From an optimization exercise on the open Yosys and OpenROAD flow, aimed at small area; shortcuts taken in it are not production practice. Function was checked by simulation only, so behaviour that the tests miss may differ from the original.

==> juniper: inputs <==
==> flow/design.v <==
package sdu_pkg;
    typedef enum logic [2:0] {
        IDLE, IDX, COLON, DATA, CR, LF, NEXT, FIN
    } state_t;
    localparam logic [7:0] ASC_COLON = 8'h3A;
    localparam logic [7:0] ASC_CR    = 8'h0D;
    localparam logic [7:0] ASC_LF    = 8'h0A;
    localparam logic [7:0] ASC_BANG  = 8'h21;
    function automatic logic [7:0] hex2asc(input logic [3:0] nib);
        hex2asc = (nib < 4'd10) ? (8'h30 + {4'h0, nib}) : (8'h37 + {4'h0, nib});
    endfunction
    function automatic int imax(input int a, input int b);
        imax = (a > b) ? a : b;
    endfunction
endpackage
module sdu_hex_ser
#(
    parameter int SW = 32,
    parameter int CW = 4
) (
    input  logic          clk,
    input  logic          rst,
    input  logic          load,
    input  logic [SW-1:0] word,
    input  logic [CW-1:0] ndig,
    input  logic          ready,
    output logic [7:0]    data,
    output logic          valid,
    output logic          last
);
    logic [SW-1:0] sh;
    logic [CW-1:0] cnt;
    always_ff @(posedge clk or posedge rst) begin
        if (rst) begin
            sh  <= '0;
            cnt <= '0;
        end else if (load) begin
            sh  <= word;
            cnt <= ndig;
        end else if (valid && ready) begin
            sh  <= sh << 4;
            cnt <= cnt - 1'b1;
        end
    end
    assign valid = (cnt != '0);
    assign last  = (cnt == CW'(1));
    assign data  = sdu_pkg::hex2asc(sh[SW-1 -: 4]);
endmodule
module sdu_probe_dump
#(
    parameter int NCH  = 24,
    parameter int DW   = 32
) (
    input  logic                clk,
    input  logic                rst,
    input  logic                start,
    input  logic                mode,
    input  logic [4:0]          ch_sel,
    input  logic [NCH*DW-1:0]   probe,
    output logic [7:0]          tx_data,
    output logic                tx_valid,
    input  logic                tx_ready,
    output logic                busy,
    output logic                done,
    output logic                err
);
    localparam logic [2:0] S_IDLE  = 3'd0;
    localparam logic [2:0] S_IDXH  = 3'd1;    
    localparam logic [2:0] S_IDXL  = 3'd2;    
    localparam logic [2:0] S_COLON = 3'd3;    
    localparam logic [2:0] S_DATA  = 3'd4;
    localparam logic [2:0] S_CR    = 3'd5;
    localparam logic [2:0] S_LF    = 3'd6;
    localparam logic [2:0] S_FIN   = 3'd7;
    logic [2:0]        state;
    logic [4:0]        c;        
    logic [2:0]        rp;       
    logic [3:0]        nq;       
    logic              mode_r, bad_r;
    logic              ld, ld_n;
    logic              ph;
    logic [NCH*DW-1:0] snap;
    logic [7:0]        txd;
    logic       idle, bad_in, take;
    logic [3:0] nib;
    logic [7:0] first_b, next_b;
    assign idle     = (state == S_IDLE);
    assign bad_in   = !mode && (ch_sel >= 5'd24);
    assign busy     = (state != S_IDLE) && (state != S_FIN);
    assign done     = (state == S_FIN);
    assign tx_valid = busy;
    assign tx_data  = txd;
    assign take     = tx_ready && busy;
    function automatic logic [7:0] hex(input logic [3:0] v);
        hex = (v < 4'd10) ? (8'h30 + {4'h0, v}) : (8'h37 + {4'h0, v});
    endfunction
    always_ff @(posedge clk or posedge rst) begin
        if (rst) begin
            ld   <= 1'b1;
            ld_n <= 1'b0;
        end else begin
            ld   <= (state == S_FIN) || (idle && !start);
            ld_n <= !((state == S_FIN) || (idle && !start));
        end
    end
    always_ff @(posedge clk) begin
        snap <= ~((snap | {(NCH*DW){ld}}) & (probe | {(NCH*DW){ld_n}}));
        ph   <= ld | ~ph;
    end
    logic [7:0]      nsel;
    logic [NCH-1:0]  csel;
    logic [1:0]      hp [8][4];      
    logic [5:0]      g2;
    logic [3:0]      raw;
    always_comb begin
        for (int n = 0; n < 8; n++) nsel[n] = (rp == 3'(n));
        for (int ch = 0; ch < NCH; ch++) csel[ch] = (c == 5'(ch));
        for (int n = 0; n < 8; n++)
            for (int b = 0; b < 4; b++)
                for (int h = 0; h < 2; h++) begin
                    logic [3:0] g;
                    for (int j = 0; j < 4; j++) begin
                        int ch;
                        ch = 12*h + 3*j;
                        g[j] = ~((snap[ch*DW + n*4 + b]     & csel[ch]) |
                                 (snap[(ch+1)*DW + n*4 + b] & csel[ch+1]) |
                                 (snap[(ch+2)*DW + n*4 + b] & csel[ch+2]));
                    end
                    hp[n][b][h] = ~(&g);
                end
        for (int b = 0; b < 4; b++) begin
            for (int k = 0; k < 5; k++) begin
                int i0, i1, i2;
                i0 = 3*k; i1 = 3*k + 1; i2 = 3*k + 2;
                g2[k] = ~((hp[i0/2][b][i0%2] & nsel[i0/2]) |
                          (hp[i1/2][b][i1%2] & nsel[i1/2]) |
                          (hp[i2/2][b][i2%2] & nsel[i2/2]));
            end
            g2[5] = ~(hp[7][b][1] & nsel[7]);
            raw[b] = ~(&g2);
        end
        nib = raw ^ {4{ph}};
    end
    assign first_b = bad_in ? 8'h21 : (!mode && ch_sel[4]) ? 8'h31 : 8'h30;
    always_comb begin
        case (state)
            S_IDXH:  next_b = hex(c[3:0]);
            S_IDXL:  next_b = 8'h3A;
            S_COLON: next_b = bad_r ? 8'h0D : hex(nq);
            S_DATA:  next_b = (rp == 3'd6) ? 8'h0D : hex(nq);
            S_CR:    next_b = 8'h0A;
            default: next_b = (c >= 5'd15) ? 8'h31 : 8'h30;    
        endcase
    end
    always_ff @(posedge clk) begin
        if (idle)      txd <= first_b;
        else if (take) txd <= next_b;
    end
    always_ff @(posedge clk) begin
        if (take || !((state == S_COLON) || (state == S_DATA))) nq <= nib;
    end
    always_ff @(posedge clk or posedge rst) begin
        if (rst) begin
            state  <= S_IDLE;
            c      <= '0;
            rp     <= 3'd7;
            mode_r <= 1'b0;
            bad_r  <= 1'b0;
            err    <= 1'b0;
        end else begin
            case (state)
                S_IDLE: begin
                    rp <= 3'd7;
                    if (start) begin
                        mode_r <= mode;
                        bad_r  <= bad_in;
                        err    <= 1'b0;
                        c      <= mode ? 5'd0 : ch_sel;
                        state  <= bad_in ? S_COLON : S_IDXH;
                    end
                end
                S_IDXH:  if (tx_ready) state <= S_IDXL;
                S_IDXL:  if (tx_ready) begin
                    rp    <= 3'd6;
                    state <= S_COLON;
                end
                S_COLON: if (tx_ready) begin
                    if (bad_r) begin
                        err   <= 1'b1;
                        state <= S_CR;
                    end else begin
                        rp    <= 3'd5;
                        state <= S_DATA;
                    end
                end
                S_DATA: if (tx_ready) begin
                    rp <= rp - 3'd1;
                    if (rp == 3'd6) state <= S_CR;
                end
                S_CR: begin
                    rp <= 3'd7;
                    if (tx_ready) state <= S_LF;
                end
                S_LF: if (tx_ready) begin
                    if (mode_r && (c != 5'd23)) begin
                        c     <= c + 5'd1;
                        state <= S_IDXH;
                    end else begin
                        state <= S_FIN;
                    end
                end
                default: state <= S_IDLE;
            endcase
        end
    end
endmodule
module sdu_probe_dump_top (
    input  logic          clk,
    input  logic          rst,
    input  logic          start,
    input  logic          mode,
    input  logic [4:0]    ch_sel,
    input  logic [767:0]  probe,
    output logic [7:0]    tx_data,
    output logic          tx_valid,
    input  logic          tx_ready,
    output logic          busy,
    output logic          done,
    output logic          err
);
    sdu_probe_dump #(.NCH(24), .DW(32)) u_dump (
        .clk      (clk),
        .rst      (rst),
        .start    (start),
        .mode     (mode),
        .ch_sel   (ch_sel),
        .probe    (probe),
        .tx_data  (tx_data),
        .tx_valid (tx_valid),
        .tx_ready (tx_ready),
        .busy     (busy),
        .done     (done),
        .err      (err)
    );
endmodule
==> flow/flow/run.sh <==
#!/bin/bash
# Own layout flow: the standard ORFS flow (standard.sh) with two changes.
#  1. Synthesis is synth_recipe.tcl unchanged, except that the final ABC
#     technology mapping of the combinational logic uses the area-oriented
#     script flow/abc_area.script. Registers are mapped before ABC runs, so
#     they come out exactly as in the standard synthesis.
#  2. Port buffers are sky130_fd_sc_hd__buf_1 (buffer_ports -buffer_cell).
#  3. Clock tree synthesis without dummy loads, from smaller clock buffers.
# Each step's full output goes to a log file in this folder.
set -euo pipefail
W=$PWD

cat > "$W/own_synth.tcl" <<TCL
# Same as synth_recipe.tcl, with ABC's script replaced.
proc abc {args} {
  set i [lsearch -exact \$args -script]
  if {\$i >= 0} { lset args [expr {\$i + 1}] {$W/flow/abc_area.script} }
  yosys abc {*}\$args
}
source {$W/synth_recipe.tcl}
TCL

bash standard.sh SYNTH_SCRIPT="$W/own_synth.tcl" synth > "$W/log_synth.txt" 2>&1
export CTS_ARGS="-sink_clustering_enable -repair_clock_nets -dont_use_dummy_load -sink_clustering_size 30 -sink_clustering_max_diameter 80 -buf_list {sky130_fd_sc_hd__clkbuf_8 sky130_fd_sc_hd__clkbuf_16}"
BUFFER_PORTS_ARGS="-buffer_cell sky130_fd_sc_hd__buf_1" \
  bash standard.sh SYNTH_SCRIPT="$W/own_synth.tcl" finish > "$W/log_layout.txt" 2>&1
test -s "$W/out/final.def"
==> flow/flow/abc_area.script <==
&get -n
&st
&nf -R 1000
&put
topo
dnsize -c
==> flow/standard.sh <==
#!/bin/bash
# synth_recipe.tcl (not shown) runs the flow's synth.tcl, then flattens the netlist and writes it again
# the make line also repeats each setting of config.mk as NAME=value (left out here)
make -C /OpenROAD-flow-scripts/flow DESIGN_CONFIG=/design/flow/config.mk WORK_HOME=/design/flow/orfs CLKGATE_MAP_FILE= SYNTH_SCRIPT=/design/flow/synth_recipe.tcl "${@:-finish}"
==> flow/config.mk <==
export PLATFORM = sky130hd
export DESIGN_NAME = sdu_probe_dump_top
export DESIGN_NICKNAME = sdu_probe_dump_top
export VERILOG_FILES = /design/flow/design.v
export SDC_FILE = /design/flow/constraint.sdc
export NUM_CORES = 4
export LEC_CHECK = 0
export ABC_AREA = 1
export CAP_MARGIN = 20
export CORE_AREA = 2 2 298 258
export DIE_AREA = 0 0 300 260
export PLACE_DENSITY = 0.6
export SETUP_SLACK_MARGIN = 0.1
export SLEW_MARGIN = 20
==> flow/constraint.sdc <==
create_clock -name core_clock -period 4.0 [get_ports {clk}]
set_input_delay 0.8000 -clock core_clock [delete_from_list [all_inputs] [get_ports {clk}]]
set_output_delay 0.8000 -clock core_clock [all_outputs]
set_load 0.01 [all_outputs]
==> inputs of lagoon, as changes to juniper <==
--- a/flow/design.v
+++ b/flow/design.v
@@ -80,16 +80,32 @@
     logic              ld, ld_n;
     logic              ph;
     logic [NCH*DW-1:0] snap;
-    logic [7:0]        txd;
+    logic              txh;      
+    logic [3:0]        txv;      
     logic       idle, bad_in, take;
     logic [3:0] nib;
-    logic [7:0] first_b, next_b;
+    logic       first_h, next_h;
+    logic [3:0] first_v, next_v;
+    localparam logic [3:0] C_COLON = 4'd0;
+    localparam logic [3:0] C_BANG  = 4'd1;
+    localparam logic [3:0] C_CR    = 4'd2;
+    localparam logic [3:0] C_LF    = 4'd3;
     assign idle     = (state == S_IDLE);
     assign bad_in   = !mode && (ch_sel >= 5'd24);
     assign busy     = (state != S_IDLE) && (state != S_FIN);
     assign done     = (state == S_FIN);
     assign tx_valid = busy;
-    assign tx_data  = txd;
+    always_comb begin
+        if (txh)
+            tx_data = hex(txv);
+        else
+            case (txv[1:0])
+                2'd0:    tx_data = 8'h3A;
+                2'd1:    tx_data = 8'h21;
+                2'd2:    tx_data = 8'h0D;
+                default: tx_data = 8'h0A;
+            endcase
+    end
     assign take     = tx_ready && busy;
     function automatic logic [7:0] hex(input logic [3:0] v);
         hex = (v < 4'd10) ? (8'h30 + {4'h0, v}) : (8'h37 + {4'h0, v});
@@ -141,77 +157,72 @@
         end
         nib = raw ^ {4{ph}};
     end
-    assign first_b = bad_in ? 8'h21 : (!mode && ch_sel[4]) ? 8'h31 : 8'h30;
+    assign first_h = !bad_in;
+    assign first_v = bad_in ? C_BANG : {3'b000, !mode && ch_sel[4]};
     always_comb begin
+        next_h = 1'b1;
+        next_v = nq;
         case (state)
-            S_IDXH:  next_b = hex(c[3:0]);
-            S_IDXL:  next_b = 8'h3A;
-            S_COLON: next_b = bad_r ? 8'h0D : hex(nq);
-            S_DATA:  next_b = (rp == 3'd6) ? 8'h0D : hex(nq);
-            S_CR:    next_b = 8'h0A;
-            default: next_b = (c >= 5'd15) ? 8'h31 : 8'h30;    
+            S_IDXH:  next_v = c[3:0];
+            S_IDXL:  begin next_h = 1'b0; next_v = C_COLON; end
+            S_COLON: if (bad_r) begin next_h = 1'b0; next_v = C_CR; end
+            S_DATA:  if (rp == 3'd6) begin next_h = 1'b0; next_v = C_CR; end
+            S_CR:    begin next_h = 1'b0; next_v = C_LF; end
+            default: next_v = {3'b000, c >= 5'd15};    
         endcase
     end
     always_ff @(posedge clk) begin
-        if (idle)      txd <= first_b;
-        else if (take) txd <= next_b;
+        if (idle) begin
+            txh <= first_h;
+            txv <= first_v;
+        end else if (take) begin
+            txh <= next_h;
+            txv <= next_v;
+        end
     end
     always_ff @(posedge clk) begin
         if (take || !((state == S_COLON) || (state == S_DATA))) nq <= nib;
     end
     always_ff @(posedge clk or posedge rst) begin
         if (rst) begin
-            state  <= S_IDLE;
-            c      <= '0;
-            rp     <= 3'd7;
-            mode_r <= 1'b0;
-            bad_r  <= 1'b0;
-            err    <= 1'b0;
+            state <= S_IDLE;
+            err   <= 1'b0;
         end else begin
             case (state)
-                S_IDLE: begin
-                    rp <= 3'd7;
-                    if (start) begin
-                        mode_r <= mode;
-                        bad_r  <= bad_in;
-                        err    <= 1'b0;
-                        c      <= mode ? 5'd0 : ch_sel;
-                        state  <= bad_in ? S_COLON : S_IDXH;
-                    end
+                S_IDLE:  if (start) begin
+                    err   <= 1'b0;
+                    state <= bad_in ? S_COLON : S_IDXH;
                 end
                 S_IDXH:  if (tx_ready) state <= S_IDXL;
-                S_IDXL:  if (tx_ready) begin
-                    rp    <= 3'd6;
-                    state <= S_COLON;
-                end
+                S_IDXL:  if (tx_ready) state <= S_COLON;
                 S_COLON: if (tx_ready) begin
-                    if (bad_r) begin
-                        err   <= 1'b1;
-                        state <= S_CR;
-                    end else begin
-                        rp    <= 3'd5;
-                        state <= S_DATA;
-                    end
-                end
-                S_DATA: if (tx_ready) begin
-                    rp <= rp - 3'd1;
-                    if (rp == 3'd6) state <= S_CR;
-                end
-                S_CR: begin
-                    rp <= 3'd7;
-                    if (tx_ready) state <= S_LF;
-                end
-                S_LF: if (tx_ready) begin
-                    if (mode_r && (c != 5'd23)) begin
-                        c     <= c + 5'd1;
-                        state <= S_IDXH;
-                    end else begin
-                        state <= S_FIN;
-                    end
-                end
+                    if (bad_r) err <= 1'b1;
+                    state <= bad_r ? S_CR : S_DATA;
+                end
+                S_DATA:  if (tx_ready && (rp == 3'd6)) state <= S_CR;
+                S_CR:    if (tx_ready) state <= S_LF;
+                S_LF:    if (tx_ready) state <= (mode_r && (c != 5'd23)) ? S_IDXH : S_FIN;
                 default: state <= S_IDLE;
             endcase
         end
+    end
+    always_ff @(posedge clk) begin
+        case (state)
+            S_IDLE: begin
+                rp <= 3'd7;
+                if (start) begin
+                    mode_r <= mode;
+                    bad_r  <= bad_in;
+                    c      <= mode ? 5'd0 : ch_sel;
+                end
+            end
+            S_IDXL:  if (tx_ready) rp <= 3'd6;
+            S_COLON: if (tx_ready) rp <= 3'd5;
+            S_DATA:  if (tx_ready) rp <= rp - 3'd1;
+            S_CR:    rp <= 3'd7;
+            S_LF:    if (tx_ready && mode_r && (c != 5'd23)) c <= c + 5'd1;
+            default: ;
+        endcase
     end
 endmodule
 module sdu_probe_dump_top (
--- a/flow/flow/run.sh
+++ b/flow/flow/run.sh
@@ -1,11 +1,12 @@
 #!/bin/bash
-# Own layout flow: the standard ORFS flow (standard.sh) with two changes.
+# Own layout flow: the standard ORFS flow (standard.sh) with three changes.
 #  1. Synthesis is synth_recipe.tcl unchanged, except that the final ABC
-#     technology mapping of the combinational logic uses the area-oriented
-#     script flow/abc_area.script. Registers are mapped before ABC runs, so
+#     technology mapping of the combinational logic uses flow/abc_area.script,
+#     an area-oriented mapping that keeps the structure the RTL writes. Registers are mapped before ABC runs, so
 #     they come out exactly as in the standard synthesis.
 #  2. Port buffers are sky130_fd_sc_hd__buf_1 (buffer_ports -buffer_cell).
-#  3. Clock tree synthesis without dummy loads, from smaller clock buffers.
+#  3. Clock tree synthesis without dummy loads, with larger sink clusters
+#     (up to 30 flip-flops per clock buffer).
 # Each step's full output goes to a log file in this folder.
 set -euo pipefail
 W=$PWD
==> flow/flow/abc_area.script (replaced) <==
&get -n
&st
&dch
&nf -R 1000
&put
topo
dnsize -c
==> comparison <==
- Register-to-register slack is about the same in lagoon and juniper.
- Flip-flop and latch count: lagoon is lower than juniper (2).
- Against lagoon, the setup slack of juniper is worse by 15 ps.
- Against lagoon, the non-clock buffer count of juniper is higher by 3.
- Maximum frequency: lagoon is higher than juniper (0.40%).
- In die area, lagoon and juniper do not differ.
- In juniper the critical path depth is lower than in lagoon, by 1.
- Of lagoon and juniper, juniper has the higher worst hold slack (gap 110 ps).
- Against juniper, the via count of lagoon is lower by 1.8%.

==> what the ideal ports hide <==
In the flow no input, the clock included, has a driving cell. The finished layouts below were timed again as built, in two steps.
Step 1: set_driving_cell puts a clkbuf_16 on clk and a buf_2 on each other input, an assumption about the parent block.
Step 2 adds t to the input delays and takes it off the output delays; t is the mean of the earliest and latest rising clock arrival at the registers after step 1. Input paths then give back, and output paths get back, about the clock's delay inside the block.
Slacks: ideal / step 1 / step 2; pairs: ideal / step 1.
| run | shift t [ns] | setup slack, ns | hold WS [ns] | worst setup path at the end | pins driven straight from the clock port |
|---|---|---|---|---|---|
| juniper | 0.625 | 0.269 / 0.269 / 0.269 | 0.224 / 0.228 / 0.444 | register to register | 1 |
| lagoon | 0.636 | 0.284 / 0.284 / 0.284 | 0.115 / 0.073 / 0.443 | register to register | 1 |
After both steps setup and hold are still met in every run listed.
